Context: an optimization exercise on an open-source flow, tuned for small area. The choices shown serve that exercise and are no tape-out recipe. Function was checked by simulation only, so behaviour that the tests miss may differ from the original. No driver is modelled on the clock port, so clocking that relies on it looks cheaper here than on a real chip.

==> inputs of run a <==
Design decode_writeback, start of the top module:
module decode_writeback #(
    parameter logic [63:0] RSP_RESET = 64'h0000_0000_0000_0200
) (
    input  logic         clock,
    input  logic         reset,
    input  logic [3:0]   icode,
    input  logic [3:0]   rA,
    input  logic [3:0]   rB,
    input  logic         halt_in,
    input  logic         cnd,
    input  logic [63:0]  valE,
    input  logic [63:0]  valM,
    output logic [3:0]   srcA,
    output logic [3:0]   srcB,
    output logic [3:0]   dstE,
    output logic [3:0]   dstM,
    output logic [63:0]  valA,
    output logic [63:0]  valB,
    output logic [1:0]   stat
);
    localparam logic [3:0] RegNone = 4'hF;
    localparam logic [3:0] RegRsp  = 4'h4;
    localparam logic [3:0] IHalt  = 4'h0;
    localparam logic [3:0] ICmov  = 4'h2;
    localparam logic [3:0] IIrmov = 4'h3;
    localparam logic [3:0] IRmmov = 4'h4;
    localparam logic [3:0] IMrmov = 4'h5;
    localparam logic [3:0] IOp    = 4'h6;
    localparam logic [3:0] ICall  = 4'h8;
    localparam logic [3:0] IRet   = 4'h9;
    localparam logic [3:0] IPush  = 4'hA;
    localparam logic [3:0] IPop   = 4'hB;
    logic [1:0]  statReg;
    logic [1:0]  nextStat;
    logic        commit;
    logic [63:0] regs [0:14];
    always_comb begin
        srcA = RegNone;
        srcB = RegNone;
        dstE = RegNone;
        dstM = RegNone;
        case (icode)
            ICmov:  begin srcA = rA; dstE = cnd ? rB : RegNone; end
            IIrmov: begin dstE = rB; end
            IRmmov: begin srcA = rA; srcB = rB; end
            IMrmov: begin srcB = rB; dstM = rA; end
            IOp:    begin srcA = rA; srcB = rB; dstE = rB; end
            ICall:  begin srcB = RegRsp; dstE = RegRsp; end
            IRet:   begin srcA = RegRsp; srcB = RegRsp; dstE = RegRsp; end
            IPush:  begin srcA = rA; srcB = RegRsp; dstE = RegRsp; end
            IPop:   begin srcA = RegRsp; srcB = RegRsp; dstE = RegRsp; dstM = rA; end
            default: ;
        endcase
    end
    logic [14:0] selA, selB;
    always_comb begin
        for (int r = 0; r < 15; r++) begin
            selA[r] = (srcA == 4'(r));
            selB[r] = (srcB == 4'(r));
        end
    end
    for (genvar b = 0; b < 64; b++) begin : gRead
        logic [14:0] col;
  ...
export LEC_CHECK = 0
export CAP_MARGIN = 20
export CORE_MARGIN = 2
export CORE_UTILIZATION = 55
export PLACE_DENSITY = 0.7
export SLEW_MARGIN = 20
export SYNTH_HIERARCHICAL = 1
export SYNTH_MINIMUM_KEEP_SIZE = 0
create_clock -name core_clock -period 8.0 [get_ports {clock}]
standard.sh (not shown) runs the stock make flow with config.mk's settings and CLKGATE_MAP_FILE= SYNTH_SCRIPT=/design/flow/synth_recipe.tcl, a recipe that flattens the netlist after the stock synthesis.
==> flow/flow/run.sh <==
#!/bin/bash
# Standard ORFS layout (the standard.sh, unchanged synthesis) with:
#  - port buffers of the smallest buffer cell,
#  - no timing-driven upsizing at floorplan (before placement, wires unknown),
#  - a clock tree of clkbuf_4 cells on clusters of up to 12 flip-flops, without dummy
#    loads, whose leaf buffers are then upsized where their sinks' clock slew is high.
set -e
export BUFFER_PORTS_ARGS="-buffer_cell sky130_fd_sc_hd__buf_1"
export CTS_ARGS="-sink_clustering_enable -repair_clock_nets -dont_use_dummy_load -buf_list sky130_fd_sc_hd__clkbuf_4 -sink_clustering_size 12 -sink_clustering_max_diameter 35"
export REMOVE_ABC_BUFFERS=1
export POST_CTS_TCL="$PWD/flow/post_cts.tcl"
bash standard.sh > standard.log 2>&1
==> flow/flow/post_cts.tcl <==
# Upsize clock leaf buffers whose flip-flop sinks see a clock slew above the target
# (placement parasitics), then re-legalize.
proc fix_leaves {target} {
  set sizes {sky130_fd_sc_hd__clkbuf_1 sky130_fd_sc_hd__clkbuf_2 sky130_fd_sc_hd__clkbuf_4 sky130_fd_sc_hd__clkbuf_8 sky130_fd_sc_hd__clkbuf_16}
  set tot 0
  for {set it 0} {$it < 5} {incr it} {
    estimate_parasitics -placement
    set n 0
    foreach inst [get_cells clkbuf_leaf*] {
      set out [get_pins -of_objects $inst -filter "direction==output"]
      set net [get_nets -of_objects $out]
      set mx 0
      foreach p [get_pins -of_objects $net -filter "direction==input"] {
        set sl [expr {max([get_property $p slew_max_rise],[get_property $p slew_max_fall])}]
        if {$sl > $mx} { set mx $sl }
      }
      if {$mx > $target} {
        set m [get_property [get_lib_cells -of_objects $inst] name]
        set i [lsearch $sizes $m]
        if {$i >= 0 && $i < [llength $sizes] - 1} {
          replace_cell $inst [lindex $sizes [expr {$i + 1}]]
          incr n
        }
      }
    }
    incr tot $n
    if {$n == 0} { break }
  }
  puts "fix_leaves: upsized $tot leaf buffers"
}
fix_leaves 0.085
estimate_parasitics -placement
repair_timing -hold
detailed_placement
check_placement -verbose
==> run b (differences from run a) <==
==> flow/flow/run.sh (replaced) <==
#!/bin/bash
# Standard ORFS layout (the standard.sh, unchanged synthesis) with:
#  - port buffers of the smallest buffer cell,
#  - a clock tree of clkbuf_2 cells without dummy loads,
#  - no timing-driven upsizing at floorplan (before placement, wires unknown),
#  - ORFS's area/power recovery sizing pass after global routing.
set -e
export BUFFER_PORTS_ARGS="-buffer_cell sky130_fd_sc_hd__buf_1"
export CTS_ARGS="-sink_clustering_enable -repair_clock_nets -dont_use_dummy_load -buf_list sky130_fd_sc_hd__clkbuf_2"
export REMOVE_ABC_BUFFERS=1
export RECOVER_POWER=100
bash standard.sh > standard.log 2>&1
--- a/flow/config.mk
+++ b/flow/config.mk
@@ -8,6 +8,6 @@
 export CAP_MARGIN = 20
 export CORE_MARGIN = 2
-export CORE_UTILIZATION = 55
-export PLACE_DENSITY = 0.7
+export CORE_UTILIZATION = 45
+export PLACE_DENSITY = 0.65
 export SLEW_MARGIN = 20
 export SYNTH_HIERARCHICAL = 1
removed: flow/flow/post_cts.tcl
==> results.sh <==
export IMPL_wirelength_microns=168000
export IMPL_pre_cts_ws_ns=1.30
export IMPL_combinationalPower_w=0.000616
export IMPL_multi_input_area_share_pct=43.4
export IMPL_p_clk_w=0.00281
export IMPL_grtUsageMet2_pct=68.3
export IMPL_status="no timing/DRC/antenna violations"
export IMPL_dr_wl_met2_microns=72100
export IMPL_p_sw_share_pct=26.4
export IMPL_cp_max_fo=33
export IMPL_worst_ep_required_time_ns=6.40
export IMPL_first_iter_violations=9618
export IMPL_pwr_density_cell_nw_per_um2=194
export IMPL_p_int_w=0.00609
export IMPL_via_count=39400
export IMPL_whs_ns=0.502
That was run a.
==> results.sh <==
export IMPL_p_int_w=0.00569
export IMPL_drv_cap=23
export IMPL_violations="capacitance limit, slew limit"
export IMPL_pwr_density_cell_nw_per_um2=187
export IMPL_cp_max_fo=64
export IMPL_first_iter_violations=8670
export IMPL_status="finished with violations"
export IMPL_finalMaxSlewViolations=862
export IMPL_combinationalPower_w=0.000605
That was run b.

-- static timing again, ports no longer ideal --
The flow's constraints put no driver on any port. The routed layouts listed below were extracted and timed again, unchanged, in two steps.
Step 1 sets driving cells, clkbuf_16 on the clock port and buf_2 on the other inputs (assumed; they add their load-dependent delay and slew).
Step 2, shift: input delay + t, output delay - t, t = (earliest + latest rising clock arrival at the registers) / 2. This alone moves slack from input paths to output paths.
a / b / c = ideal ports / drivers / drivers and shift; a / b = the first two.
run | t, ns | setup WS [ns] | worst slew at a driven data input, ns | cell pins on the clock port's net
run a | 1.114 | 1.142 / 1.116 / 1.116 | 0.05 | 1
run b | 1.476 | 0.419 / 0.457 / -1.019 | 0.07 | 1
For run b, which loses most, drivers alone change the setup slack by +0.038 ns; drivers and shift together by -1.438 ns.
